What follows belongs to an exercise in optimizing a design on an open flow for small area, a short achievable clock period and few clock cycles per item; a production flow would make more cautious choices. Where RTL was checked, it was by simulation tests only, not by an equivalence proof against the original. Function not checked in runs 1 to 4: the RTL went through the layout flow alone. Power is estimated from default activity; no workload was simulated.

<file path="flow/design.v">
package mul256_pkg;
  localparam int OP_W   = 260;
  localparam int PROD_W = 520;
  localparam int ADDR_W = 6;
endpackage
module mul256_op_seq #(
  parameter int TIMEOUT = 1023
) (
  input  logic              clk,
  input  logic              rst,
  input  logic              cmd_valid,
  output logic              cmd_ready,
  input  logic [mul256_pkg::ADDR_W-1:0] cmd_a,
  input  logic [mul256_pkg::ADDR_W-1:0] cmd_b,
  input  logic [mul256_pkg::ADDR_W-1:0] cmd_dst,
  output logic              busy,
  output logic              done,
  output logic              err,
  output logic              op_read,
  output logic [mul256_pkg::ADDR_W-1:0] op_raddr,
  input  logic [mul256_pkg::OP_W-1:0]   op_rdata,
  output logic              op_write,
  output logic [mul256_pkg::ADDR_W-1:0] op_waddr,
  output logic [mul256_pkg::OP_W-1:0]   op_wdata,
  input  logic              op_wready,
  output logic              mul_start,
  output logic [mul256_pkg::OP_W-1:0]   mul_a,
  output logic [mul256_pkg::OP_W-1:0]   mul_b,
  input  logic              mul_done,
  input  logic [mul256_pkg::PROD_W-1:0] mul_p
);
  localparam int OW    = mul256_pkg::OP_W;
  localparam int AW    = mul256_pkg::ADDR_W;
  localparam int CNT_W = $clog2(TIMEOUT + 1);
  logic            jw_q, jw_n;    
  logic            jl_q, jl_n;    
  logic            jh_q, jh_n;    
  logic            jx_q, jx_n;    
  logic [AW-1:0]   jdst_q, jdst_n, jdst1_q, jdst1_n;
  logic [CNT_W-1:0] cnt_q, cnt_n;
  logic            nv_q, nv_n;
  logic [AW-1:0]   na_q, na_n, nb_q, nb_n, ndst_q, ndst_n;
  logic            pa_q, pa_n;    
  logic            ra_q, ra_n;    
  logic            rb_q, rb_n;    
  logic            fa_i_q, fb_i_q;   
  logic            fa_w_q;           
  logic            fa_h_q;           
  logic            fb_h_q;           
  logic            fhw_q;            
  logic            fd_q;             
  logic            fs_i_q, fs_h_q;   
  logic            tmo_q;            
  logic            busy_q;
  logic [AW-1:0]   raddr_q, waddr_q;
  logic [OW-1:0]   ra_reg, rh_reg;
  localparam int NSL = 38;
  localparam int SLW = (OW + NSL - 1) / NSL;
  logic [NSL-1:0]  selw_q, sell_q;
  logic            accept, start, w_done, lo_stall, hi_ok;
  logic            need_a, have_a, hzw, hzh, hzbh, fa_h_n, fb_h_n;
  assign w_done    = jw_q && mul_done;
  assign lo_stall  = w_done && !op_wready;
  assign hi_ok     = fd_q && op_wready;                
  assign start     = fs_i_q || (fs_h_q && op_wready);
  assign cmd_ready = !nv_q || start;
  assign accept    = cmd_valid && cmd_ready;
  assign done      = hi_ok;
  assign err       = tmo_q && !mul_done;
  assign busy      = busy_q;
  assign mul_start = start;
  assign op_write  = w_done || jl_q || (fhw_q && !(fb_h_q && op_wready));
  assign op_read   = fa_i_q || fb_i_q || (fa_w_q && !mul_done) || fa_h_q ||
                     (fb_h_q && op_wready);
  assign op_raddr  = raddr_q;
  assign op_waddr  = waddr_q;
  for (genvar g = 0; g < NSL; g++) begin : g_wd
    mul256_op_seq_bit u_selw (.clk(clk), .d(!rst && jw_n), .q(selw_q[g]));
    mul256_op_seq_bit u_sell (.clk(clk), .d(!rst && jl_n), .q(sell_q[g]));
    logic selh;
    assign selh = !(selw_q[g] || sell_q[g]);
    for (genvar i = g * SLW; i < (g + 1) * SLW && i < OW; i++) begin : g_bit
      assign op_wdata[i] = (selw_q[g] && mul_p[i]) || (sell_q[g] && ra_reg[i]) ||
                           (selh && rh_reg[i]);
    end
  end
  assign mul_a     = ra_reg;
  assign mul_b     = op_rdata;
  always_comb begin
    jw_n = (jw_q && !mul_done && !tmo_q) || start;
    jl_n = (jl_q || w_done) && !op_wready;
    jh_n = (jh_q && !hi_ok) || ((jl_q || w_done) && op_wready);
    jx_n = fhw_q && !op_wready;
    jdst_n  = start ? ndst_q : jdst_q;
    jdst1_n = start ? ndst_q + AW'(1) : jdst1_q;
    cnt_n   = start ? '0 : (jw_q ? cnt_q + CNT_W'(1) : cnt_q);
    nv_n   = (nv_q && !start) || accept;
    na_n   = accept ? cmd_a   : na_q;
    nb_n   = accept ? cmd_b   : nb_q;
    ndst_n = accept ? cmd_dst : ndst_q;
    pa_n   = !start && !lo_stall && (pa_q || ra_q);
    ra_n   = fa_i_q || (fa_w_q && !mul_done) || fa_h_q;
    rb_n   = fb_i_q || (fb_h_q && op_wready);
    need_a = nv_n && !pa_n && !ra_n;
    have_a = nv_n && (pa_n || ra_n);
    hzw    = (na_n == jdst_n) || (na_n == jdst1_n);
    hzh    = (na_n == jdst1_n);
    hzbh   = (nb_n == jdst1_n);
    fa_h_n = jh_n && !jx_n && need_a && !hzh;
    fb_h_n = jh_n && !jx_n && !(need_a && !hzh) && have_a && !rb_n && !hzbh;
  end
  always_ff @(posedge clk) begin
    if (rst) begin
      jw_q   <= 1'b0;
      jl_q   <= 1'b0;
      jh_q   <= 1'b0;
      jx_q   <= 1'b0;
      nv_q   <= 1'b0;
      pa_q   <= 1'b0;
      ra_q   <= 1'b0;
      rb_q   <= 1'b0;
      fa_i_q <= 1'b0;
      fb_i_q <= 1'b0;
      fa_w_q <= 1'b0;
      fa_h_q <= 1'b0;
      fb_h_q <= 1'b0;
      fhw_q  <= 1'b0;
      fd_q   <= 1'b0;
      fs_i_q <= 1'b0;
      fs_h_q <= 1'b0;
      tmo_q  <= 1'b0;
      busy_q <= 1'b0;
    end else begin
      jw_q   <= jw_n;
      jl_q   <= jl_n;
      jh_q   <= jh_n;
      jx_q   <= jx_n;
      nv_q   <= nv_n;
      pa_q   <= pa_n;
      ra_q   <= ra_n;
      rb_q   <= rb_n;
      fa_i_q <= !(jw_n || jl_n || jh_n) && need_a;
      fb_i_q <= !(jw_n || jl_n || jh_n) && have_a && !rb_n;
      fa_w_q <= jw_n && need_a && !hzw;
      fa_h_q <= fa_h_n;
      fb_h_q <= fb_h_n;
      fhw_q  <= jh_n && !fa_h_n;
      fd_q   <= jh_n && !fa_h_n && !fb_h_n;
      fs_i_q <= !(jw_n || jl_n || jh_n) && nv_n && pa_n && rb_n;
      fs_h_q <= jh_n && nv_n && pa_n && rb_n;
      tmo_q  <= jw_n && !start && (cnt_n == CNT_W'(TIMEOUT));
      busy_q <= nv_n || jw_n || jl_n || jh_n;
    end
  end
  always_ff @(posedge clk) begin
    jdst_q  <= jdst_n;
    jdst1_q <= jdst1_n;
    cnt_q   <= cnt_n;
    na_q    <= na_n;
    nb_q    <= nb_n;
    ndst_q  <= ndst_n;
    raddr_q <= (fb_h_n || (!(jw_n || jl_n || jh_n) && have_a)) ? nb_n : na_n;
    waddr_q <= jh_n ? jdst1_n : jdst_n;
  end
  always_ff @(posedge clk) begin
    if (lo_stall)  ra_reg <= mul_p[OW-1:0];
    else if (ra_q) ra_reg <= op_rdata;
  end
  always_ff @(posedge clk) begin
    if (jw_q) rh_reg <= mul_p[2*OW-1:OW];
  end
endmodule
module mul256_op_seq_bit (
  input  logic clk,
  input  logic d,
  output logic q
);
  always_ff @(posedge clk) q <= d;
endmodule
</file>
<file path="flow/flow/run.sh">
#!/bin/bash
# Standard layout, except that
#  - the port buffers are the smallest buffer cell instead of the
#    clock-delay cell buffer_ports picks by default;
#  - each bit's data pins are placed next to each other (flow/pins.tcl).
set -euo pipefail
export BUFFER_PORTS_ARGS="-buffer_cell sky130_fd_sc_hd__buf_1"
export PRE_IO_PLACEMENT_TCL="$PWD/flow/pins.tcl"
bash standard.sh > standard_flow.log 2>&1
</file>
<file path="flow/flow/pins.tcl">
for {set i 0} {$i < 260} {incr i} {
  set hi [expr {$i + 260}]
  set_io_pin_constraint -group -order -pin_names [list \
    "mul_b\[$i\]" "op_rdata\[$i\]" "mul_a\[$i\]" \
    "mul_p\[$i\]" "op_wdata\[$i\]" "mul_p\[$hi\]"]
}
</file>
<file path="flow/standard.sh">
#!/bin/bash
# synth_recipe.tcl (not shown) runs the flow's synth.tcl, then flattens the netlist and writes it again
# the make line also repeats each setting of config.mk as NAME=value (left out here)
make -C /OpenROAD-flow-scripts/flow DESIGN_CONFIG=/design/flow/config.mk WORK_HOME=/design/flow/orfs CLKGATE_MAP_FILE= SYNTH_SCRIPT=/design/flow/synth_recipe.tcl "${@:-finish}"
</file>
<file path="flow/config.mk">
export PLATFORM = sky130hd
export DESIGN_NAME = mul256_op_seq
export DESIGN_NICKNAME = mul256_op_seq
export VERILOG_FILES = /design/flow/design.v
export SDC_FILE = /design/flow/constraint.sdc
export NUM_CORES = 4
export LEC_CHECK = 0
export CAP_MARGIN = 20
export CORE_AREA = 10 10 590 590
export DIE_AREA = 0 0 600 600
export SETUP_SLACK_MARGIN = 2.0
export SLEW_MARGIN = 20
export SYNTH_HIERARCHICAL = 1
export SYNTH_MINIMUM_KEEP_SIZE = 0
</file>
<file path="flow/constraint.sdc">
create_clock -name core_clock -period 4.5 [get_ports {clk}]
set_input_delay 0.9000 -clock core_clock [delete_from_list [all_inputs] [get_ports {clk}]]
set_output_delay 0.9000 -clock core_clock [all_outputs]
set_load 0.01 [all_outputs]
</file>
==> results of run 1 <==
==> per-module statistics from Yosys (local to each module, per instance) <==
module             cells  times used  flip-flops and latches  cell area [um2]
mul256_op_seq_bit      1          76                       1             20.0
mul256_op_seq       2233           1                     589            27800
==> routing by layer <==
metal  vias up  wire length, um  track usage, %
li1      11211                -               -
met2      1087            69800            11.9
met5         -                0               0
met1     11761            48600            7.58
met3       179            11100            1.60
met4         0             4490            2.54
==> kinds of logic after synthesis <==
group                      synth area share [%]
DFF                                        63.3
and+or+nand+nor                            8.33
buffers and inverters                      8.66
AOI/OAI and AO/OA                          7.52
muxes                                      11.2
xor gates and xnor gates                  0.836
adders and majority gates                0.0853
==> repair_timing <==
action / CTS / global route
pin swaps: 465 / 167
cloned: 1 / 0
buffers inserted: 121 / 21
endpoints found under the setup margin: 278 / 318
resized for setup: 977 / 380
==> through the flow <==
stage               total power, W  hold WS (ns)
global placement           0.00850         0.467
finish                      0.0152         0.269
detailed placement         0.00851         0.471
global route                0.0158         0.190
CTS                         0.0154         0.143
floorplan                  0.00796         0.439
==> how the worst min path moves through the flow <==
stage                            from               endpoint  slack [ns]  cells after the start
finish                     mul_p[290]   rh_reg[30]$_DFFE_PP_        0.27                      1
detailed placement  fa_i_q$_SDFF_PP0_        ra_q$_SDFF_PP0_        0.47                      2
global route               mul_p[289]   rh_reg[29]$_DFFE_PP_        0.19                      1
floorplan           fa_h_q$_SDFF_PP0_        ra_q$_SDFF_PP0_        0.44                      2
CTS                        mul_p[507]  rh_reg[247]$_DFFE_PP_        0.14                      1
global placement    fa_i_q$_SDFF_PP0_        ra_q$_SDFF_PP0_        0.47                      2
==> where the power goes <==
part	total, W	internal [W]	switching [W]	leakage [nW]
Combinational	0.00148	0.000632	0.000849	8.83
Clock	0.00668	0.00384	0.00283	1.30
Sequential	0.00702	0.00687	0.000144	5.97
==> placed cells by master (no fill, tap or decap), drive strengths merged, types with 2 or more instances in the layout <==
cell type and count:
nor3 5, and3 5, mux2 260, dfxtp 139, edfxtp 526, mux2i 30, clkbuf 123, bufinv 2
nor2 58, nand4 4, inv 42, diode 5, nand2 536, nand3b 2, nor4 2, clkinv 15
xor2 11, or3 2, clkinvlp 7, a22oi 259, xnor2 17, a21oi 14, a21boi 2, nor3b 2
nand3 6, a211oi 2, nand2b 2, ha 2, o21ai 6, buf 1818
==> worst max-delay path, stage by stage (launching register included) <==
cell and delay, ns:
dfxtp_4 0.38, nor2_4 0.14, buf_12 0.18, nand2_2 0.06, nand2_1 0.06, buf_2 0.12
==> final cells by class <==
class | instances | area [um2] | share of cell area, %
clock buffer | 120 | 2400 | 4.98
antenna | 5 | 12.5 | 0.0260
timing repair buffer | 1821 | 10200 | 21.2
multi-input combinational | 1239 | 10800 | 22.4
timing repair inverter | 1 | 8.76 | 0.0182
clock inverter | 31 | 272 | 0.565
inverter | 34 | 144 | 0.299
sequential | 665 | 18800 | 39.2
tap | 4387 | 5490 | 11.4
==> flow_summary_export.csv, run 1 <==
group,metric,value,unit
clocking,numClockSinks,665,
place,placed_cells,8004,
die,die_area,0.360,mm2
place,port_buffers,1601,
drt,drc_errors,0,
power,peakVddDrop,0.271,mV
layout,syn_to_final_growth,64.0,%
logic_synthesis,async_reset_ff_share,0,%
clocking,cts-root-buf,"clkbuf_16",
place,preCtsSetupSlack,0.710,ns
logic_synthesis,synth_top_area_cell,"edfxtp_1",
layout,fin_cells,8303,
worst_setup_path,r2r_setup_slack,2.09,ns
sta,worst_slew_pin_slew,0.821,ns
logic_synthesis,synth_area,0.0293,mm2
die,num_rows,212,
die,dieHeight,600,um
flow_run,drv_cap,0,
logic_synthesis,synth_area_per_cell,12.7,um2
sta,rsz0062_at_grt,"true",
drt,ant_nets,0,
logic_synthesis,synthMostInstantiatedCell,"nand2_1",
drt,viasPerCell,2.92,
logic_synthesis,synth_seq_cells,665,
logic_synthesis,syn_inst,2309,
logic_synthesis,synth_cell_type_count,50,
global_routing,grt_pass1_wl,175000,um
clocking,cts_tree,"done",
logic_synthesis,synth_ff_type,"edfxtp_1",
die,pin_count,1602,
layout,final_area,0.0481,mm2
die,die_x,600,um
global_routing,grt_pass1_vias,24979,
worst_setup_path,crit-reg2reg-launch,"fs_i_q$_SDFF_PP0_",
power,leakagePower,16.1,nW
logic_synthesis,ys_seq_area_share,63.3,%
global_routing,antenna_found_initial,6,
sta,period_minus_slack,2.72,ns
worst_setup_path,worstPathArrival,1.82,ns
run_status,outcome,"complete, no violations",
die,start_util,8.78,%
sta,slew_viol_final,0,
hold_path,worst_hold_path_type,"input port to register",
worst_setup_path,start_kind,"register",
drt,vias,24238,
layout,fin_util,14.4,%
drt,wl_per_cell,16.1,um
worst_setup_path,crit_path_start,"g_wd[36].u_selw.q$_DFF_P_",
logic_synthesis,synth_nets,3114,
drt,detail_route.iter0.violations,1276,
layout,drive_gt1_share,37.9,%
worst_setup_path,r2r-end,"fa_h_q$_SDFF_PP0_",
layout,fill_cells,37373,
power,p_per_area,316,mW/mm2
clocking,cts_htree_levels,3,
logic_synthesis,ys_warn_count,8,
sta,skew,0.0698,ns
drt,firstDrtPassIters,5,
clocking,clock_latency,0.79,ns
place,place_hpwl,103000,um
worst_setup_path,r2r.worst_path.cells,12,
worst_setup_path,cp.required,3.60,ns
drt,wl,134000,um
clocking,clk_pin_slew_worst_paths,0.06,ns
logic_synthesis,synth_edf_count,526,
sta,period_share,60.4,%
worst_setup_path,crit_type,"register to output port",
sta,fin_setup_tns,0,ns
clocking,numCtsBuffers,84,
sta,relSlewSlack,45.2,%
global_routing,grt_max_degree,95,
worst_setup_path,worstSetupEndpoint,"op_wdata[258]",
die,design.core.area,0.334,mm2
clocking,holdBufCountCts,0,
worst_setup_path,path_max_fanout,3,
sta,worst_slack,1.78,ns
logic_synthesis,yosys-top-cells-area,"edfxtp_1 54%, mux2_2 10%, dfxtp_1 9.5%",
sta,setup_violations,0,
logic_synthesis,yosysTopAreaCellShare,53.9,%
sta,hold_viol,0,
worst_setup_path,endpoint_kind,"output port",
place,dpl_cell_area,0.0392,mm2
global_routing,grt_use_total,6.63,%
layout,final_nets,4651,
logic_synthesis,synth_common_cells,"536 x nand2_1, 526 x edfxtp_1, 260 x buf_4, 260 x mux2_2, 259 x a22oi_1",
sta,clock.fmax,368,MHz
place,gp_congestion,0.785,
clocking,cts_buffer_depth,4,
global_routing,overflow,0,
==> run 2: changes to the inputs <==
--- a/flow/design.v
+++ b/flow/design.v
@@ -52,6 +52,10 @@
   logic            fs_i_q, fs_h_q;   
   logic            tmo_q;            
   logic            busy_q;
+  logic            rdx_q;            
+  logic            wrx_q;            
+  logic            wb_q;             
+  logic            crx_q;            
   logic [AW-1:0]   raddr_q, waddr_q;
   logic [OW-1:0]   ra_reg, rh_reg;
   localparam int NSL = 38;
@@ -63,25 +67,21 @@
   assign lo_stall  = w_done && !op_wready;
   assign hi_ok     = fd_q && op_wready;                
   assign start     = fs_i_q || (fs_h_q && op_wready);
-  assign cmd_ready = !nv_q || start;
+  assign cmd_ready = crx_q || (fs_h_q && op_wready);
   assign accept    = cmd_valid && cmd_ready;
   assign done      = hi_ok;
   assign err       = tmo_q && !mul_done;
   assign busy      = busy_q;
   assign mul_start = start;
-  assign op_write  = w_done || jl_q || (fhw_q && !(fb_h_q && op_wready));
-  assign op_read   = fa_i_q || fb_i_q || (fa_w_q && !mul_done) || fa_h_q ||
-                     (fb_h_q && op_wready);
+  assign op_write  = w_done || wrx_q || (wb_q && !op_wready);
+  assign op_read   = rdx_q || (fa_w_q && !mul_done) || (fb_h_q && op_wready);
   assign op_raddr  = raddr_q;
   assign op_waddr  = waddr_q;
   for (genvar g = 0; g < NSL; g++) begin : g_wd
     mul256_op_seq_bit u_selw (.clk(clk), .d(!rst && jw_n), .q(selw_q[g]));
     mul256_op_seq_bit u_sell (.clk(clk), .d(!rst && jl_n), .q(sell_q[g]));
-    logic selh;
-    assign selh = !(selw_q[g] || sell_q[g]);
     for (genvar i = g * SLW; i < (g + 1) * SLW && i < OW; i++) begin : g_bit
-      assign op_wdata[i] = (selw_q[g] && mul_p[i]) || (sell_q[g] && ra_reg[i]) ||
-                           (selh && rh_reg[i]);
+      assign op_wdata[i] = selw_q[g] ? mul_p[i] : (sell_q[g] ? ra_reg[i] : rh_reg[i]);
     end
   end
   assign mul_a     = ra_reg;
@@ -130,6 +130,10 @@
       fs_h_q <= 1'b0;
       tmo_q  <= 1'b0;
       busy_q <= 1'b0;
+      rdx_q  <= 1'b0;
+      wrx_q  <= 1'b0;
+      wb_q   <= 1'b0;
+      crx_q  <= 1'b1;
     end else begin
       jw_q   <= jw_n;
       jl_q   <= jl_n;
@@ -150,6 +154,10 @@
       fs_h_q <= jh_n && nv_n && pa_n && rb_n;
       tmo_q  <= jw_n && !start && (cnt_n == CNT_W'(TIMEOUT));
       busy_q <= nv_n || jw_n || jl_n || jh_n;
+      rdx_q  <= !(jw_n || jl_n || jh_n) && nv_n && (need_a || !rb_n) || fa_h_n;
+      wrx_q  <= jl_n || (jh_n && !fa_h_n && !fb_h_n);
+      wb_q   <= fb_h_n;
+      crx_q  <= !nv_n || (!(jw_n || jl_n || jh_n) && nv_n && pa_n && rb_n);
     end
   end
   always_ff @(posedge clk) begin
==> flow/flow/run.sh (replaced) <==
#!/bin/bash
# Standard layout, except that
#  - the port buffers are the smallest buffer cell instead of the
#    clock-delay cell buffer_ports picks by default;
#  - each bit's data pins are placed next to each other (flow/pins.tcl).
#  - clock tree synthesis adds no dummy loads.
set -euo pipefail
export BUFFER_PORTS_ARGS="-buffer_cell sky130_fd_sc_hd__buf_1"
export PRE_IO_PLACEMENT_TCL="$PWD/flow/pins.tcl"
export CTS_ARGS="-sink_clustering_enable -repair_clock_nets -dont_use_dummy_load -sink_clustering_size 20 -sink_clustering_max_diameter 60"
bash standard.sh > standard_flow.log 2>&1
--- a/flow/config.mk
+++ b/flow/config.mk
@@ -8,6 +8,7 @@
 export CAP_MARGIN = 20
 export CORE_AREA = 10 10 590 590
 export DIE_AREA = 0 0 600 600
+export PLACE_DENSITY = 0.8
 export SETUP_SLACK_MARGIN = 2.0
 export SLEW_MARGIN = 20
 export SYNTH_HIERARCHICAL = 1
==> run 2 against run 1 <==
Compared with the run above:
- still clean on timing, DRC and antenna
- maximum frequency is 2.3% higher
- register-to-register slack better by 0.04 ns
- wire length fell by 7.2%
- flip-flop and latch count grew 3
- clock skew grew 0.030 ns
- final cell count decreased by 2.6%
- power decreased by 9.8%
- critical endpoint is now op_wdata[112]
- highest routed layer is now met5
==> flow_summary_export.csv, run 2 <==
group,metric,value,unit
sta,rsz0062_at_grt,"true",
logic_synthesis,synth_top_area_cell,"edfxtp_1",
logic_synthesis,synth_edf_count,526,
logic_synthesis,ys_warn_count,8,
clocking,holdBufCountCts,0,
die,die_area,0.360,mm2
sta,slew_viol_final,0,
worst_setup_path,crit_buf_inv,2,
logic_synthesis,synth_cell_type_count,52,
layout,syn_to_final_growth,43.5,%
global_routing,grt_max_degree,102,
clocking,cts_tree,"done",
worst_setup_path,cp.required,3.60,ns
logic_synthesis,synth_common_cells,"526 x edfxtp_1, 288 x mux2i_1, 272 x nand2_1",
drt,viasPerCell,2.83,
power,power,0.0137,W
die,start_util,9.04,%
sta,worst_slew_pin_slew,0.885,ns
worst_setup_path,path_max_fanout,7,
sta,worst_slack,1.84,ns
hold_path,worst_hold_path_type,"input port to register",
sta,fin_setup_tns,0,ns
die,design.core.area,0.334,mm2
logic_synthesis,synth_ff_type,"edfxtp_1",
clocking,numClockSinks,668,
run_status,outcome,"complete, no violations",
sta,period_share,59.0,%
worst_setup_path,worstPathArrival,1.76,ns
logic_synthesis,synth_area_per_cell,13.2,um2
worst_setup_path,endpoint_kind,"output port",
logic_synthesis,yosysTopAreaCellShare,52.3,%
layout,final_cell_mix,"1,324 x buf_1, 526 x edfxtp_1, 275 x mux2i_1",
drt,wl_per_cell,15.4,um
place,preCtsSetupSlack,0.780,ns
drt,drc_errors,0,
global_routing,grt_use_total,6.13,%
sta,clock.fmax,376,MHz
logic_synthesis,ys_seq_area_share,61.7,%
logic_synthesis,async_reset_ff_share,0,%
global_routing,grt_pass1_wl,161000,um
sta,relSlewSlack,41.0,%
place,place_hpwl,98900,um
worst_setup_path,slowest_stage,"dfxtp_4",
worst_setup_path,crit_type,"register to output port",
clocking,clk_pin_slew_worst_paths,0.07,ns
clocking,cts_htree_levels,3,
logic_synthesis,synth_seq_cells,668,
drt,detail_route.iter0.violations,1523,
drt,ant_nets,0,
sta,period_minus_slack,2.66,ns
die,num_rows,212,
power,peakVddDrop,0.281,mV
drt,wl,124000,um
worst_setup_path,start_kind,"register",
worst_setup_path,crit_family,"flip-flops",
drt,firstDrtPassIters,5,
logic_synthesis,syn_inst,2286,
sta,hold_viol,0,
layout,drive_gt1_share,22.2,%
global_routing,grt_pass1_vias,23640,
clocking,clock_latency,0.80,ns
global_routing,overflow,0,
clocking,cts-root-buf,"clkbuf_16",
layout,final_area,0.0434,mm2
sta,setup_violations,0,
place,port_buffers,1601,
layout,final_nets,4488,
global_routing,antenna_found_initial,31,
die,die_x,600,um
place,gp_congestion,0.767,
die,dieHeight,600,um
logic_synthesis,yosys-top-cells-area,"edfxtp_1 52%, mux2_2 9.7%, mux2i_1 9.5%",
power,leakagePower,13.0,nW
die,pin_count,1602,
clocking,numCtsBuffers,76,
drt,vias,22904,
layout,layout_commonest_cell,"buf_1",
power,p_per_area,316,mW/mm2
sta,skew,0.0994,ns
worst_setup_path,cpPeakStageDelay,0.37,ns
place,dpl_cell_area,0.0398,mm2
logic_synthesis,synth_nets,3091,
flow_run,drv_cap,0,
logic_synthesis,synthMostInstantiatedCell,"edfxtp_1",
worst_setup_path,path_cells,"buf_12 -> mux2i_1 -> o21ai_1 -> buf_2",
logic_synthesis,synth_area,0.0302,mm2
clocking,cts_buffer_depth,4,
==> run 2: timing repair <==
action / 4_1_cts / 5_1_grt
gates resized for setup: 698 / 92
endpoints found under the hold margin: 0 / 0
setup endpoints to repair: 330 / 272
pin swaps: 2 / 9
setup buffers: 41 / 7
==> run 2: final cells by class <==
type                            instances  area [um2]
Antenna cell                           15        37.5
Clock buffer                           76        1900
Fill cell                           37560      291000
Inverter                               27         109
Multi-Input combinational cell       1219        9210
Sequential cell                       668       18900
Tap cell                             4387        5490
Timing Repair Buffer                 1691        7720
==> run 2: per-module statistics from Yosys (local to each module, per instance) <==
module             times used  flops+latches  cell area (um2)  cells
mul256_op_seq_bit          76              1             20.0      1
mul256_op_seq               1            592            28700   2210
==> run 2: per-stage QoR <==
step | hold slack, ns | util (%) | cells
finish | 0.264 | 13.0 | 8083
global route | 0.185 | 13.0 | 8077
CTS | 0.146 | 12.9 | 8061
detailed placement | 0.485 | 11.9 | 7944
global placement | 0.484 | 11.9 | 7944
floorplan | 0.439 | - | 2286
==> run 2: worst paths after layout <==
| kind | from | endpoint | slack (ns) | cells past startpoint |
|---|---|---|---|---|
| worst min-delay path | mul_p[289] | rh_reg[29]$_DFFE_PP_ | 0.26 | 1 |
| worst min register to register | nb_q[2]$_DFF_P_ | nb_q[2]$_DFF_P_ | 0.50 | 2 |
| worst max-delay path | g_wd[16].u_sell.q$_DFF_P_ | op_wdata[112] | 1.84 | 4 |
| worst max register to register | fs_h_q$_SDFF_PP0_ | raddr_q[1]$_DFF_P_ | 2.13 | 10 |
==> run 2: logic make-up (layout without fill, tap and decap cells) <==
group / Yosys count / after routing / share of synthesized area (%)
multiplexers: 551 / 551 / 19.4
other: 0 / 15 / 0
flip-flops: 668 / 668 / 61.7
AO/OA/AOI/OAI: 294 / 294 / 5.04
AND/OR/NAND/NOR: 345 / 345 / 4.72
XOR/XNOR: 27 / 27 / 0.783
adder cells (fa/ha/maj): 2 / 2 / 0.0828
buffers and inverters: 399 / 1794 / 8.29
==> run 2: worst reg2reg max path, cell delays in order, from the launching register on <==
cell	delay (ns)
dfxtp_2	0.33
a21oi_4	0.15
inv_4	0.05
buf_4	0.13
buf_4	0.17
o22ai_1	0.34
xor2_1	0.25
nor2_1	0.10
a31oi_2	0.27
or2_4	0.25
mux2i_1	0.22
==> run 2: routing by layer <==
layer | vias to the layer above | GRT usage (%) | wire length, um
met5 | - | 0 | 27
met4 | 4 | 2.96 | 5630
met3 | 206 | 2.09 | 12700
met2 | 1189 | 10.8 | 62900
met1 | 10708 | 6.52 | 43300
li1 | 10797 | - | -
==> run 2: power by group <==
part / leakage, nW / internal, W / switching [W]
clock network: 0.937 / 0.00294 / 0.00244
logic: 6.05 / 0.000527 / 0.000791
registers: 5.98 / 0.00687 / 0.000125
total: 13.0 / 0.0103 / 0.00335
==> run 3: changes to the inputs <==
--- a/flow/config.mk
+++ b/flow/config.mk
@@ -9,7 +9,7 @@
 export CORE_AREA = 10 10 590 590
 export DIE_AREA = 0 0 600 600
 export PLACE_DENSITY = 0.8
-export SETUP_SLACK_MARGIN = 2.0
+export SETUP_SLACK_MARGIN = 2.2
 export SLEW_MARGIN = 20
 export SYNTH_HIERARCHICAL = 1
 export SYNTH_MINIMUM_KEEP_SIZE = 0
==> run 3 against run 2 <==
Compared with the run above:
- non-clock buffer count increased by 12
- synthesized area stayed put
- final area rose by 1.2%
- worst hold slack worse by 0.0013 ns
- final cell count is 0.16% higher
- clock power hardly changed
- maximum frequency fell by 2.2%
- clock skew is 0.00082 ns lower
- wire length grew 0.67%
- critical path type unchanged
==> flow_summary_export.csv, run 3 <==
group,metric,value,unit
global_routing,overflow,0,
layout,multi_input_area,0.00935,mm2
sta,skew,0.0986,ns
logic_synthesis,yosys-top-cells-area,"edfxtp_1 52%, mux2_2 9.7%, mux2i_1 9.5%",
layout,final_cell_mix,"1,237 x buf_1, 526 x edfxtp_1, 306 x buf_2",
logic_synthesis,async_reset_ff_share,0,%
clocking,clk_pin_slew_worst_paths,0.07,ns
worst_setup_path,worstPathArrival,1.82,ns
place,port_buffers,1601,
global_routing,grt_max_degree,102,
sta,slew_viol_final,0,
logic_synthesis,synth_area,0.0302,mm2
flow_run,drv_cap,0,
sta,period_minus_slack,2.72,ns
power,p_per_area,314,mW/mm2
global_routing,grt_use_total,6.14,%
place,gp_congestion,0.767,
worst_setup_path,crit_path_start,"g_wd[9].u_sell.q$_DFF_P_",
sta,hold_viol,0,
worst_setup_path,crit-reg2reg-launch,"fs_h_q$_SDFF_PP0_",
die,die_area,0.360,mm2
place,preCtsSetupSlack,0.780,ns
worst_setup_path,start_kind,"register",
logic_synthesis,synth_edf_count,526,
layout,final_nets,4501,
clocking,numCtsBuffers,76,
logic_synthesis,synthMostInstantiatedCell,"edfxtp_1",
worst_setup_path,path_max_fanout,4,
global_routing,antenna_found_initial,31,
clocking,cts_buffer_depth,4,
run_status,outcome,"complete, no violations",
clocking,cts-root-buf,"clkbuf_16",
layout,layout_commonest_cell,"buf_1",
hold_path,hold_depth,1,
worst_setup_path,cp.required,3.60,ns
die,design.core.area,0.334,mm2
place,place_hpwl,98900,um
logic_synthesis,synth_seq_cells,668,
global_routing,grt_pass1_wl,162000,um
sta,relSlewSlack,38.1,%
layout,drive_gt1_share,25.5,%
power,power,0.0138,W
layout,syn_to_final_growth,45.2,%
logic_synthesis,synth_area_per_cell,13.2,um2
die,num_rows,212,
sta,worst_slew_pin_slew,0.929,ns
die,die_x,600,um
logic_synthesis,synth_ff_type,"edfxtp_1",
worst_setup_path,r2r.worst_path.cells,10,
worst_setup_path,cp_common_cell,"buf_12",
worst_setup_path,endpoint_kind,"output port",
drt,vias,23031,
worst_setup_path,r2r_setup_slack,2.21,ns
die,start_util,9.04,%
drt,viasPerCell,2.84,
power,peakVddDrop,0.281,mV
clocking,numClockSinks,668,
logic_synthesis,synth_nets,3091,
drt,firstDrtPassIters,5,
worst_setup_path,path_cells,"buf_12 -> buf_12 -> mux2i_4 -> o21ai_1 -> buf_2",
layout,layout.area.seq,0.0189,mm2
drt,ant_nets,0,
hold_path,min-delay-start,"mul_p[289]",
sta,rsz0062_at_grt,"true",
sta,period_share,60.4,%
logic_synthesis,yosysTopAreaCellShare,52.3,%
logic_synthesis,ys_seq_area_share,61.7,%
sta,clock.fmax,368,MHz
die,dieHeight,600,um
global_routing,grt_pass1_vias,23677,
worst_setup_path,slowest_stage,"dfxtp_4",
drt,drc_errors,0,
layout,fin_util,13.1,%
clocking,holdBufCountCts,0,
drt,wl,125000,um
clocking,clock_latency,0.80,ns
sta,setup_violations,0,
logic_synthesis,syn_inst,2286,
die,pin_count,1602,
sta,worst_slack,1.78,ns
power,leakagePower,13.4,nW
logic_synthesis,synth_cell_type_count,52,
worst_setup_path,cpPeakStageDelay,0.34,ns
worst_setup_path,crit_type,"register to output port",
clocking,cts_tree,"done",
logic_synthesis,synth_top_area_cell,"edfxtp_1",
drt,wl_per_cell,15.5,um
logic_synthesis,synth_common_cells,"526 x edfxtp_1, 288 x mux2i_1, 272 x nand2_1",
hold_path,worst_hold_path_type,"input port to register",
layout,fill_cells,37505,
drt,detail_route.iter0.violations,1382,
sta,hold_slack,0.263,ns
logic_synthesis,ys_warn_count,8,
clocking,cts_htree_levels,3,
run 3: cell counts after synthesis:
Identical to the previous run, type by type.
run 3: where the power goes:
part | switching (W) | total, W | leakage, nW | internal, W
Sequential | 0.000135 | 0.00700 | 5.98 | 0.00687
Clock | 0.00244 | 0.00539 | 0.937 | 0.00294
Combinational | 0.000798 | 0.00139 | 6.43 | 0.000589
run 3: metrics by stage:
step                instance area [um2]  instances  TNS [ns]
finish                            43900       8096         0
CTS                               43400       8065         0
global placement                  39800       7944         0
detailed placement                39800       7944         0
global route                      43900       8090         0
floorplan                         30400       2286   -140.68
run 3: cell families (layout without fill, tap and decap cells):
group                    Yosys count  count (layout)  share of synthesized area, %
AO/OA/AOI/OAI                    294             294                          5.04
XOR/XNOR                          27              27                         0.783
adder cells (fa/ha/maj)            2               2                        0.0828
buffers and inverters            399            1807                          8.29
flip-flops                       668             668                          61.7
multiplexers                     551             551                          19.4
other                              0              15                             0
AND/OR/NAND/NOR                  345             345                          4.72
run 3: worst paths after layout:
kind / to
hold / removal: rh_reg[29]$_DFFE_PP_
hold reg to reg: nb_q[3]$_DFF_P_
setup reg to reg: raddr_q[1]$_DFF_P_
setup / recovery: op_wdata[69]
run 3: timing repair:
| action | 4_1_cts | 5_1_grt |
|---|---|---|
| hold endpoints to repair | 0 | 0 |
| gates cloned | 0 | 1 |
| pin swaps | 2 | 19 |
| endpoints found under the setup margin | 551 | 375 |
| resized for setup | 800 | 152 |
| buffers inserted | 45 | 15 |
run 3: worst max-delay path: cells and delay by family (launching register included):
kind | cells | cell delay, ns
buf+inv | 3 | 0.44
flops | 1 | 0.34
mux | 1 | 0.18
compound gates | 1 | 0.12
run 3: Yosys stat by module (local to each module, per instance):
module             cells inside  area (um2)
mul256_op_seq              2210       28700
mul256_op_seq_bit             1        20.0
run 3: final cells by class:
class	instances	area share, %
Inverter	27	0.265
Timing Repair inverter	1	0.0200
Clock buffer	76	4.34
Tap cell	4387	12.5
Sequential cell	668	43.1
Antenna cell	15	0.0856
Multi-Input combinational cell	1219	21.3
Timing Repair Buffer	1703	18.4
run 3: per-layer routing:
metal	track usage, %	part of all wire, %
met1	6.52	35
met2	11.0	51
met3	2.10	10
met4	2.82	4.3
met5	0	0.022
==> run 4: changes to the inputs <==
--- a/flow/config.mk
+++ b/flow/config.mk
@@ -8,8 +8,8 @@
 export CAP_MARGIN = 20
 export CORE_AREA = 10 10 590 590
 export DIE_AREA = 0 0 600 600
-export PLACE_DENSITY = 0.8
-export SETUP_SLACK_MARGIN = 2.2
+export PLACE_DENSITY = 0.7
+export SETUP_SLACK_MARGIN = 1.9
 export SLEW_MARGIN = 20
 export SYNTH_HIERARCHICAL = 1
 export SYNTH_MINIMUM_KEEP_SIZE = 0
==> run 4 against run 3 <==
Compared with the run above:
- largest power group unchanged
- maximum frequency increased by 2.5%
- critical path depth decreased by 2
- flip-flop and latch count unchanged
- combinational power decreased by 6%
- wire length decreased by 7.1%
- power decreased by 2.1%
- worst hold slack improved by 0.031 ns
==> flow_summary_export.csv, run 4 <==
group,metric,value,unit
drt,viasPerCell,2.79,
clocking,numClockSinks,668,
logic_synthesis,synth_mux_area_share,19.4,%
logic_synthesis,synth_edf_count,526,
logic_synthesis,synth_top_family_by_area,"multiplexers",
logic_synthesis,yosys-top-cells-area,"edfxtp_1 52%, mux2_2 9.7%, mux2i_1 9.5%",
sta,worst_slack,1.85,ns
worst_setup_path,crit_type,"register to output port",
worst_setup_path,r2r.worst_path.cells,9,
logic_synthesis,synth_area_per_cell,13.2,um2
global_routing,antenna_found_initial,17,
clocking,clk_pin_slew_worst_paths,0.07,ns
worst_setup_path,cp_num_cells,3,
logic_synthesis,synth_cell_type_count,52,
worst_setup_path,cpPeakStageDelay,0.50,ns
logic_synthesis,synthAdderAreaFrac,0.0828,%
clocking,cts_htree_levels,3,
global_routing,overflow,0,
die,die_area,0.360,mm2
place,gp_congestion,0.783,
power,power,0.0135,W
logic_synthesis,synth_common_cells,"526 x edfxtp_1, 288 x mux2i_1, 272 x nand2_1",
power,p_per_area,314,mW/mm2
logic_synthesis,synth_top_area_cell,"edfxtp_1",
layout,final_nets,4477,
flow_run,drv_cap,0,
worst_setup_path,crit_buf_inv,1,
drt,drc_errors,0,
clocking,cts_tree,"done",
worst_setup_path,crit-reg2reg-launch,"ndst_q[0]$_DFFE_PN_",
drt,wl_per_cell,14.4,um
logic_synthesis,async_reset_ff_share,0,%
sta,fin_setup_tns,0,ns
logic_synthesis,synth_area,0.0302,mm2
sta,worst_slew_pin_slew,0.810,ns
clocking,clock_latency,0.77,ns
worst_setup_path,slowest_stage,"dfxtp_4",
sta,skew,0.0756,ns
place,placed_cells,7950,
run_status,outcome,"complete, no violations",
global_routing,grt_pass1_wl,152000,um
sta,setup_violations,0,
worst_setup_path,r2r_setup_slack,2.16,ns
die,num_rows,212,
worst_setup_path,cp.required,3.60,ns
drt,firstDrtPassIters,5,
hold_path,worst_hold_path_type,"input port to register",
drt,ant_nets,0,
logic_synthesis,synthXorXnorAreaFrac,0.783,%
logic_synthesis,synth_seq_cells,668,
worst_setup_path,worstSetupEndpoint,"op_wdata[39]",
worst_setup_path,crit_path_start,"g_wd[5].u_sell.q$_DFF_P_",
sta,rsz0062_at_grt,"true",
worst_setup_path,crit_family,"flip-flops",
logic_synthesis,synth_nets,3091,
layout,syn_to_final_growth,42.1,%
drt,wl,116000,um
sta,relSlewSlack,46.0,%
die,die_x,600,um
logic_synthesis,yosysTopAreaCellShare,52.3,%
sta,hold_viol,0,
clocking,cts_buffer_depth,4,
place,place_hpwl,91300,um
logic_synthesis,ys_warn_count,8,
sta,clock.fmax,377,MHz
worst_setup_path,worstPathArrival,1.75,ns
layout,drive_gt1_share,21.3,%
worst_setup_path,path_max_fanout,7,
worst_setup_path,path_cells,"mux2i_1 -> o21ai_1 -> buf_2",
logic_synthesis,synthMostInstantiatedCell,"edfxtp_1",
die,dieHeight,600,um
die,pin_count,1602,
place,port_buffers,1601,
layout,layout_commonest_cell,"buf_1",
die,design.core.area,0.334,mm2
worst_setup_path,r2r-end,"raddr_q[4]$_DFF_P_",
sta,period_share,58.9,%
layout,final_cell_mix,"1,346 x buf_1, 526 x edfxtp_1, 276 x mux2i_1",
power,leakagePower,12.8,nW
place,preCtsSetupSlack,0.920,ns
logic_synthesis,syn_inst,2286,
clocking,holdBufCountCts,0,
clocking,numCtsBuffers,72,
logic_synthesis,synth-compound-area-share,5.04,%
clocking,cts-root-buf,"clkbuf_16",
global_routing,grt_use_total,5.71,%
global_routing,grt_pass1_vias,23132,
worst_setup_path,endpoint_kind,"output port",
drt,detail_route.iter0.violations,1287,
logic_synthesis,ys_seq_area_share,61.7,%
power,peakVddDrop,0.241,mV
worst_setup_path,start_kind,"register",
layout,fin_cells,8069,
layout,fin_util,12.8,%
logic_synthesis,synth_ff_type,"edfxtp_1",
logic_synthesis,yosys.area_share.simple,4.72,%
die,start_util,9.04,%
drt,vias,22517,
global_routing,grt_max_degree,88,
sta,slew_viol_final,0,
sta,period_minus_slack,2.65,ns
[run 4: changes by cell type in the layout (fill, tap and decap cells not counted), sizes merged]
cell    before   now
clkinv       1     0
diode       15    12
clkbuf     108    82
buf       1671  1674
[run 4: per-layer routing]
metal  share of wire (%)  GRT usage, %  vias up  wire length [um]
met5                   0             0        -                 0
met4                 3.2          2.10        0              3750
met3                  10          1.92      178             11900
met2                  52          10.5     1045             60300
met1                  35          6.05    10505             40400
li1                    -             -    10789                 -
[run 4: worst min path at each step]
stage          cells after the start  slack (ns)              endpoint              start
2_1_floorplan                      2        0.44       ra_q$_SDFF_PP0_  fa_h_q$_SDFF_PP0_
3_3_place_gp                       2        0.46       ra_q$_SDFF_PP0_  fa_h_q$_SDFF_PP0_
3_5_place_dp                       2        0.47       ra_q$_SDFF_PP0_  fa_h_q$_SDFF_PP0_
4_1_cts                            1        0.18  rh_reg[31]$_DFFE_PP_         mul_p[291]
5_1_grt                            1        0.21  rh_reg[31]$_DFFE_PP_         mul_p[291]
6_report                           1        0.29  rh_reg[31]$_DFFE_PP_         mul_p[291]
[run 4: logic make-up (layout without fill, tap and decap cells)]
group / after synthesis / after routing
XOR/XNOR: 27 / 27
AND/OR/NAND/NOR: 345 / 345
AO/OA/AOI/OAI: 294 / 294
multiplexers: 551 / 551
other: 0 / 12
flip-flops: 668 / 668
buffers and inverters: 399 / 1783
adder cells (fa/ha/maj): 2 / 2
[run 4: what timing repair did]
item / in CTS / in global routing
setup endpoints to repair: 353 / 245
gates resized for setup: 583 / 104
pin swaps: 2 / 3
buffers inserted: 34 / 1
[run 4: cell type report]
type | count | area (um2)
clock buffers | 72 | 1800
multi-input cells | 1219 | 9200
repair buffers | 1684 | 7410
inverters | 27 | 104
flip-flops and latches | 668 | 18900
diodes | 12 | 30.0
fillers | 37728 | 291000
well taps | 4387 | 5490
[run 4: metrics by stage]
step                hold slack (ns)  area, um2
floorplan                     0.439      30400
global placement              0.464      39900
detailed placement            0.472      39900
CTS                           0.182      42800
global route                  0.206      42900
finish                        0.294      42900
[run 4: per-module statistics from Yosys, one instance, submodules excluded]
module             flip-flops and latches  copies in the design  area (um2)
mul256_op_seq_bit                       1                    76        20.0
mul256_op_seq                         592                     1       28700
[run 4: worst reg2reg max path, delay by kind of cell (launching register included)]
family                   cells  cell delay, ns
XOR/XNOR                     2            0.32
multiplexers                 1            0.13
AND/OR/NAND/NOR              3            0.66
flip-flops                   1            0.44
AO/OA/AOI/OAI                2            0.40
adder cells (fa/ha/maj)      1            0.25
[run 4: power by group]
part	total, W	switching (W)	leakage [nW]	internal [W]
clock network	0.00519	0.00239	0.887	0.00280
registers	0.00700	0.000135	5.98	0.00687
logic	0.00130	0.000770	5.88	0.000533
total	0.0135	0.00329	12.8	0.0102
==> run 5: changes to the inputs <==
--- a/flow/design.v
+++ b/flow/design.v
@@ -58,9 +58,6 @@
   logic            crx_q;            
   logic [AW-1:0]   raddr_q, waddr_q;
   logic [OW-1:0]   ra_reg, rh_reg;
-  localparam int NSL = 38;
-  localparam int SLW = (OW + NSL - 1) / NSL;
-  logic [NSL-1:0]  selw_q, sell_q;
   logic            accept, start, w_done, lo_stall, hi_ok;
   logic            need_a, have_a, hzw, hzh, hzbh, fa_h_n, fb_h_n;
   assign w_done    = jw_q && mul_done;
@@ -77,13 +74,7 @@
   assign op_read   = rdx_q || (fa_w_q && !mul_done) || (fb_h_q && op_wready);
   assign op_raddr  = raddr_q;
   assign op_waddr  = waddr_q;
-  for (genvar g = 0; g < NSL; g++) begin : g_wd
-    mul256_op_seq_bit u_selw (.clk(clk), .d(!rst && jw_n), .q(selw_q[g]));
-    mul256_op_seq_bit u_sell (.clk(clk), .d(!rst && jl_n), .q(sell_q[g]));
-    for (genvar i = g * SLW; i < (g + 1) * SLW && i < OW; i++) begin : g_bit
-      assign op_wdata[i] = selw_q[g] ? mul_p[i] : (sell_q[g] ? ra_reg[i] : rh_reg[i]);
-    end
-  end
+  assign op_wdata  = jw_q ? mul_p[OW-1:0] : (jl_q ? ra_reg : rh_reg);
   assign mul_a     = ra_reg;
   assign mul_b     = op_rdata;
   always_comb begin
@@ -178,10 +169,3 @@
     if (jw_q) rh_reg <= mul_p[2*OW-1:OW];
   end
 endmodule
-module mul256_op_seq_bit (
-  input  logic clk,
-  input  logic d,
-  output logic q
-);
-  always_ff @(posedge clk) q <= d;
-endmodule
--- a/flow/config.mk
+++ b/flow/config.mk
@@ -8,8 +8,6 @@
 export CAP_MARGIN = 20
 export CORE_AREA = 10 10 590 590
 export DIE_AREA = 0 0 600 600
-export PLACE_DENSITY = 0.7
-export SETUP_SLACK_MARGIN = 1.9
+export PLACE_DENSITY = 0.8
+export SETUP_SLACK_MARGIN = 2.0
 export SLEW_MARGIN = 20
-export SYNTH_HIERARCHICAL = 1
-export SYNTH_MINIMUM_KEEP_SIZE = 0
==> run 5 against run 4 <==
Compared with the run above:
- still clean on timing, DRC and antenna
- final cell count fell by 0.56%
- first-iteration DRC count rose by 9.9%
- final area is 2.4% lower
- register-to-register slack lost 0.15 ns
- sequential power fell by 9.1%
- synthesized cell count fell by 2.7%
- maximum frequency fell by 15%
- clock power shrank 21%
- power fell by 13%
- wire length decreased by 10%
- synthesized area shrank 4.6%
- critical endpoint is now op_wdata[60]
- largest cell class unchanged
- highest routed layer unchanged
==> flow_summary_export.csv, run 5 <==
group,metric,value,unit
run_status,outcome,"complete, no violations",
sta,period_minus_slack,3.11,ns
drt,wl,104000,um
place,port_buffers,1601,
drt,wl_per_cell,13.0,um
layout,fill_cells,37666,
place,place_hpwl,68600,um
layout,syn_to_final_growth,45.3,%
logic_synthesis,synth_edf_count,526,
die,design.core.area,0.334,mm2
global_routing,grt_max_degree,67,
die,pin_count,1602,
logic_synthesis,synth_cell_type_count,56,
sta,hold_slack,0.335,ns
drt,drc_errors,0,
die,die_x,600,um
worst_setup_path,worstPathArrival,2.21,ns
worst_setup_path,cpPeakStageDelay,0.36,ns
logic_synthesis,synth_mux_area_share,20.5,%
clocking,clock_latency,0.71,ns
drt,vias,22502,
global_routing,overflow,0,
logic_synthesis,synth_ff_type,"edfxtp_1",
power,p_per_area,279,mW/mm2
flow_run,drv_cap,0,
logic_synthesis,synthXorXnorAreaFrac,0.820,%
logic_synthesis,synth_seq_cells,592,
worst_setup_path,cp_common_cell,"buf_16",
drt,firstDrtPassIters,5,
sta,worst_slack,1.39,ns
sta,rsz0062_at_grt,"true",
layout,layout_commonest_cell,"buf_1",
die,num_rows,212,
logic_synthesis,yosys-top-cells-area,"edfxtp_1 55%, mux2_2 10%, mux2i_1 9.9%",
die,dieHeight,600,um
worst_setup_path,cp.required,3.60,ns
global_routing,grt_pass1_vias,23042,
sta,slew_viol_final,0,
die,start_util,8.62,%
worst_setup_path,slowest_stage,"dfxtp_4",
layout,drive_gt1_share,17.1,%
logic_synthesis,synth_common_cells,"526 x edfxtp_1, 284 x mux2i_1, 274 x nand2_1",
layout,final_cell_mix,"1,476 x buf_1, 526 x edfxtp_1, 279 x mux2i_1",
logic_synthesis,synthAdderAreaFrac,0.0868,%
drt,viasPerCell,2.80,
global_routing,antenna_found_initial,5,
logic_synthesis,synth_top_area_cell,"edfxtp_1",
logic_synthesis,ys_seq_area_share,59.4,%
layout,final_nets,4441,
logic_synthesis,synth_top_family_by_area,"multiplexers",
sta,relSlewSlack,48.7,%
logic_synthesis,synthMostInstantiatedCell,"edfxtp_1",
clocking,cts-root-buf,"clkbuf_16",
worst_setup_path,crit_type,"register to output port",
worst_setup_path,start_kind,"register",
sta,hold_viol,0,
logic_synthesis,synth_area_per_cell,13.0,um2
logic_synthesis,yosys.area_share.simple,4.92,%
worst_setup_path,endpoint_kind,"output port",
sta,setup_violations,0,
logic_synthesis,syn_inst,2225,
logic_synthesis,synth_nets,3030,
sta,clock.fmax,321,MHz
worst_setup_path,crit_buf_inv,4,
logic_synthesis,ys_warn_count,1,
power,power,0.0117,W
logic_synthesis,synth_area,0.0288,mm2
logic_synthesis,yosysTopAreaCellShare,54.8,%
power,leakagePower,12.1,nW
power,peakVddDrop,0.240,mV
sta,skew,0.0999,ns
sta,worst_slew_pin_slew,0.763,ns
global_routing,grt_pass1_wl,136000,um
clocking,cts_tree,"done",
worst_setup_path,crit_family,"buffers and inverters",
place,gp_congestion,0.761,
logic_synthesis,synth-compound-area-share,5.38,%
clocking,cts_htree_levels,2,
clocking,cts_buffer_depth,3,
clocking,numCtsBuffers,54,
drt,ant_nets,0,
sta,period_share,69.2,%
die,die_area,0.360,mm2
global_routing,grt_use_total,4.80,%
logic_synthesis,async_reset_ff_share,0,%
worst_setup_path,path_max_fanout,20,
clocking,numClockSinks,592,
clocking,holdBufCountCts,0,
worst_setup_path,path_cells,"buf_16 -> buf_16 -> buf_16 -> o21ai_0 -> buf_1",
drt,detail_route.iter0.violations,1415,
hold_path,worst_hold_path_type,"input port to register",
place,preCtsSetupSlack,0.651,ns
clocking,clk_pin_slew_worst_paths,0.08,ns
run 5: cell count changes after synthesis, moves of 3 or more:
cell / delta
buf_1: +14
mux2i_4: +3
mux2i_1: -4
dfxtp_1: -76
a21oi_1: -4
run 5: per-layer routing:
layer	part of all wire, %	routed length, um	track usage [%]
met1	34	35300	4.91
met4	3.7	3810	2.18
met5	0	0	0
met2	54	56000	9.23
met3	8.9	9310	1.06
run 5: kinds of logic after synthesis:
logic type               count (synthesis)
flip-flops                             592
multiplexers                           551
buffers and inverters                  416
AND/OR/NAND/NOR                        342
AO/OA/AOI/OAI                          295
XOR/XNOR                                27
adder cells (fa/ha/maj)                  2
run 5: repair_timing:
action	CTS	global route
setup buffers	33	10
gates cloned	22	17
setup endpoints to repair	895	274
resized for setup	109	161
pin swaps	3	8
run 5: worst paths after layout:
check / start / endpoint / slack, ns / cells past startpoint
setup / recovery: jw_q$_SDFF_PP0_ / op_wdata[60] / 1.39 / 5
hold reg to reg: jdst1_q[2]$_DFF_P_ / jdst1_q[2]$_DFF_P_ / 0.49 / 2
hold / removal: mul_p[508] / rh_reg[248]$_DFFE_PP_ / 0.34 / 1
setup reg to reg: jw_q$_SDFF_PP0_ / raddr_q[0]$_DFF_P_ / 2.01 / 11
run 5: through the flow:
stage,utilization (%),area (um2),std cells,TNS [ns]
global placement,11.5,38500,7885,0
finish,12.5,41900,8024,0
detailed placement,11.5,38500,7885,0
CTS,12.3,41200,7994,0
floorplan,-,28900,2225,-177.33
global route,12.5,41900,8023,0
run 5: report_power, final:
part           switching [W]  total [W]  internal (W)
logic               0.000724    0.00126      0.000536
registers           0.000133    0.00636       0.00623
clock network        0.00200    0.00409       0.00208
run 5: layout make-up:
| class | instances | area (um2) | area share (%) |
|---|---|---|---|
| Antenna cell | 3 | 7.51 | 0.0179 |
| Clock buffer | 54 | 1350 | 3.23 |
| Inverter | 30 | 130 | 0.311 |
| Multi-Input combinational cell | 1218 | 9220 | 22.0 |
| Sequential cell | 592 | 17100 | 40.9 |
| Tap cell | 4387 | 5490 | 13.1 |
| Timing Repair Buffer | 1739 | 8550 | 20.4 |
| Timing Repair inverter | 1 | 8.76 | 0.0209 |
Testbench counts of run 5, summed over its fixed seeds: cycles 13,465, items 1,600.

re-timing with driven ports:
The results above use ideal ports. As a check the final layouts listed here were re-extracted and re-timed, cells and wires unchanged. Step 1 sets driving cells, clkbuf_16 on the clock port and buf_2 on the other inputs (assumed; they add their load-dependent delay and slew). Step 2 moves the port delays by t, midway between the first and last clock arrival at a register: inputs arrive t later, outputs are due t later. That takes back most of the time a late clock gives input paths. Slacks: ideal / step 1 / step 2; pairs: ideal / step 1.
run | t (ns) | setup WS [ns] | worst slew at a driven data input, ns
run 1 | 0.853 | 1.783 / 1.691 / 1.198 | 0.19
run 2 | 0.843 | 1.843 / 1.753 / 1.317 | 0.37
run 3 | 0.843 | 1.783 / 1.693 / 1.379 | 0.34
run 4 | 0.830 | 1.849 / 1.751 / 1.149 | 0.36
run 5 | 0.747 | 1.387 / 1.313 / 1.377 | 0.07
After both steps setup and hold are still met in every run listed. For run 4, which loses most, drivers alone change the setup slack by -0.098 ns; drivers and shift together by -0.700 ns.
